This design comes from an exercise in tuning for small area and a short achievable clock period on the open sky130 flow, not from production work. Only simulation tests tie the RTL to the original design; equivalence was not proved. Power is estimated from default activity; no workload was simulated.

Setup of nickel:
==> flow/design.v (excerpt) <==
module bmu_top #(
  parameter bit ZBA_EN = 1'b1,
  parameter bit ZBB_EN = 1'b1,
  parameter bit ZBS_EN = 1'b1,
  parameter bit ZBP_EN = 1'b1
) (
  input  logic        clk,
  input  logic        rst_n,
  input  logic        valid_in,
  input  logic [5:0]  op,
  input  logic        csr_ren,
  input  logic [31:0] csr_rddata,
  input  logic [31:0] a,
  input  logic [31:0] b,
  output logic [31:0] result,
  output logic        error
);
For scale: ~33 flip-flops, roughly 140 I/O pins, roughly 11,000 um^2 of cells after synthesis.
clock: 7.5 ns
lec_check: 0
abc_area: 1
cap_margin: 20
core_margin: 2
core_utilization: 40
place_density: 0.6
setup_slack_margin: 3.0
slew_margin: 20
standard.sh (not shown) runs the stock make flow with config.mk's settings and CLKGATE_MAP_FILE= SYNTH_SCRIPT=/design/flow/synth_recipe.tcl, a recipe that flattens the netlist after the stock synthesis.
==> flow/flow/run.sh <==
#!/bin/bash
# The standard layout (standard.sh), with two changes made on its make
# command line / environment:
#  - ADDER_MAP_FILE is left empty, so synthesis does not extract full and
#    half adder cells and ABC maps the adder and popcount trees from gates;
#    the rest of synth_recipe.tcl runs unchanged, so the registers and their
#    names are the standard synthesis's
#  - ports are buffered with sky130_fd_sc_hd__buf_2 instead of the default
#    delay buffer
set -euo pipefail
sed 's#SYNTH_SCRIPT=#ADDER_MAP_FILE= SYNTH_SCRIPT=#' standard.sh > flow_standard.sh
grep -q "ADDER_MAP_FILE= SYNTH_SCRIPT=" flow_standard.sh
export BUFFER_PORTS_ARGS="-buffer_cell sky130_fd_sc_hd__buf_2"
bash flow_standard.sh > flow_make.log 2>&1
Inputs modified between nickel and zinc:
-- flow/config.mk --
<<< nickel, line 9
export CAP_MARGIN = 20
export CORE_MARGIN = 2
export CORE_UTILIZATION = 40
export PLACE_DENSITY = 0.6
export SETUP_SLACK_MARGIN = 3.0
export SLEW_MARGIN = 20
>>> zinc, line 9
export CAP_MARGIN = 20
export CORE_MARGIN = 2
export CORE_UTILIZATION = 75
export PLACE_DENSITY = 0.85
export SETUP_SLACK_MARGIN = 3.0
export SLEW_MARGIN = 20
==> comparison <==
zinc failed in 5_1_grt with GRT-0116.
Comparing nickel against zinc, there is no change at all in count of cell types in the netlist.
As far as area share of xor/xnor cells in the synthesized design goes, zinc and nickel are indistinguishable; the numbers are identical.
As far as sequential-to-total area share from yosys stat goes, zinc and nickel are indistinguishable; the numbers are identical.
Summary of zinc over nickel: count of instances resized after the clock tree is built decreased about 43%; effective utilization at floorplan +36 points; weighted congestion at the end of routability-driven global placement rose by 0.33; number of rows in the core area moved down.
Edits applied to the flow inputs when going from zinc to onyx:
==> flow/flow/run.sh <==
#!/bin/bash
# The standard layout (standard.sh), with these changes made on its make
# command line / environment:
#  - ADDER_MAP_FILE is left empty, so synthesis does not extract full and
#    half adder cells and ABC maps the adder and popcount trees from gates;
#    the rest of synth_recipe.tcl runs unchanged, so the registers and their
#    names are the standard synthesis's
#  - ports are buffered with sky130_fd_sc_hd__buf_2 instead of the default
#    delay buffer
#  - the steps up to clock tree synthesis repair timing to the setup margin
#    of config.mk; routing and the steps after it repair to a margin of
#    flow/late_margin only
set -euo pipefail
LATE=$(cat flow/late_margin)
sed 's#SYNTH_SCRIPT=#ADDER_MAP_FILE= SYNTH_SCRIPT=#' standard.sh > flow_standard.sh
grep -q "ADDER_MAP_FILE= SYNTH_SCRIPT=" flow_standard.sh
sed "s#SETUP_SLACK_MARGIN=[^ ]*#SETUP_SLACK_MARGIN=$LATE#" flow_standard.sh > flow_standard_late.sh
grep -q "SETUP_SLACK_MARGIN=$LATE " flow_standard_late.sh
export BUFFER_PORTS_ARGS="-buffer_cell sky130_fd_sc_hd__buf_2"
bash flow_standard.sh cts > flow_make_early.log 2>&1
bash flow_standard_late.sh > flow_make_late.log 2>&1
==> flow/flow/late_margin (new file) <==
2.7
-- flow/config.mk --
<<< zinc, line 9
export CAP_MARGIN = 20
export CORE_MARGIN = 2
export CORE_UTILIZATION = 75
export PLACE_DENSITY = 0.85
export SETUP_SLACK_MARGIN = 3.0
export SLEW_MARGIN = 20
>>> onyx, line 9
export CAP_MARGIN = 20
export CORE_MARGIN = 2
export CORE_UTILIZATION = 40
export PLACE_DENSITY = 0.6
export SETUP_SLACK_MARGIN = 3.0
export SLEW_MARGIN = 20
==> summary.txt <==
Looking at the reports, onyx completed the entire flow and the layout it produced met the timing, design-rule and antenna checks.
Comparing onyx and zinc, worst setup timing slack at the placement stage is lower on onyx.
Buffer count from post-CTS setup fixing in onyx vs zinc: up 18
Higher initial core utilization was reported by zinc, not onyx.
Synthesized flop and latch total delta (onyx -> zinc): insignificant
Against zinc, onyx comes in 167 higher on number of instances in the placed design.
Floorplan row count for onyx is higher than for zinc.
As of onyx, placed standard-cell area had risen by a few percent compared to zinc.
Sum of net half-perimeters after detailed placement is higher on onyx
Taking zinc over onyx, the quantity of gates resized following cts ratio works out to 0.57.
Re synthesized area: no difference whatsoever between zinc and onyx.
Compared with zinc, die boundary width in onyx increased by more than a quarter.

* * *

## run A
Starting RTL as in the previous note.
Settings: LEC_CHECK=0, ABC_AREA=1, CAP_MARGIN=20, CORE_MARGIN=2, CORE_UTILIZATION=50, PLACE_DENSITY=0.7, SETUP_SLACK_MARGIN=2.0, SLEW_MARGIN=20; clock period 7.5 ns.
run.sh (not shown) runs the stock make flow with config.mk's settings and CLKGATE_MAP_FILE= SYNTH_SCRIPT=/design/flow/synth_recipe.tcl, a recipe that flattens the netlist after the stock synthesis.
Stock flow here: none of the scripts above is used.
#### Input delta (run F over run A)
Settings: a change of CORE_UTILIZATION from 50 to 45; a change of SETUP_SLACK_MARGIN from 2.0 to 3.0; a change of PLACE_DENSITY from 0.7 to 0.65.
==> flow/flow/run.sh (new file) <==
#!/bin/bash
# The standard layout (standard.sh), with these changes made on its make
# command line / environment:
#  - ADDER_MAP_FILE is left empty, so synthesis does not extract full and
#    half adder cells and ABC maps the adder and popcount trees from gates;
#    the rest of synth_recipe.tcl runs unchanged, so the registers and their
#    names are the standard synthesis's
#  - ports are buffered with sky130_fd_sc_hd__buf_2 instead of the default
#    delay buffer
#  - the steps up to clock tree synthesis repair timing to the setup margin
#    of config.mk; routing and the steps after it repair to a margin of
#    flow/late_margin only
set -euo pipefail
LATE=$(cat flow/late_margin)
sed 's#SYNTH_SCRIPT=#ADDER_MAP_FILE= SYNTH_SCRIPT=#' standard.sh > flow_standard.sh
grep -q "ADDER_MAP_FILE= SYNTH_SCRIPT=" flow_standard.sh
sed "s#SETUP_SLACK_MARGIN=[^ ]*#SETUP_SLACK_MARGIN=$LATE#" flow_standard.sh > flow_standard_late.sh
grep -q "SETUP_SLACK_MARGIN=$LATE " flow_standard_late.sh
export BUFFER_PORTS_ARGS="-buffer_cell sky130_fd_sc_hd__buf_2"
bash flow_standard.sh cts > flow_make_early.log 2>&1
bash flow_standard_late.sh > flow_make_late.log 2>&1
==> flow/flow/late_margin (new file) <==
0.5
==> flow/standard.sh (new file) <==
#!/bin/bash
# synth_recipe.tcl (not shown) runs the flow's synth.tcl, then flattens the netlist and writes it again
# the make line also repeats each setting of config.mk as NAME=value (left out here)
make -C /OpenROAD-flow-scripts/flow DESIGN_CONFIG=/design/flow/config.mk WORK_HOME=/design/flow/orfs CLKGATE_MAP_FILE= SYNTH_SCRIPT=/design/flow/synth_recipe.tcl "${@:-finish}"
removed: flow/run.sh
Results
Worst hold slack across all endpoints for run F is higher than for run A. Run A reports its start point of the critical path as csr_ren while run F reports op[1]. Run F ends up with lower clock period minus final worst setup slack than run A does. Taking run A as the reference point, the overall power after layout of run F falls by 14%.

==> separate check: timing with driven ports <==
The results above use ideal ports. As a check the final layouts listed here were re-extracted and re-timed, cells and wires unchanged.
Step 1, drivers: a clkbuf_16 drives clk and a buf_2 each remaining input, both assumed.
Step 2 adds t to the input delays and takes it off the output delays; t is the mean of the earliest and latest rising clock arrival at the registers after step 1. Input paths then give back, and output paths get back, about the clock's delay inside the block.
a / b / c = ideal / step 1 / step 2; a / b = the first two.
run	t, ns	slack for setup (ns)	hold WS [ns]	worst slew at a driven data input, ns
nickel	0.339	2.991 / 2.975 / 2.636	0.508 / 0.508 / 0.508	0.09
onyx	0.341	2.742 / 2.765 / 2.425	0.502 / 0.502 / 0.502	0.07
run A	0.328	1.925 / 1.942 / 1.614	0.497 / 0.497 / 0.497	0.05
run F	0.338	2.788 / 2.774 / 2.436	0.512 / 0.512 / 0.512	0.15
After both steps every run listed still meets setup and hold. For nickel, which loses most, drivers alone change the setup slack by -0.016 ns; drivers and shift together by -0.355 ns.
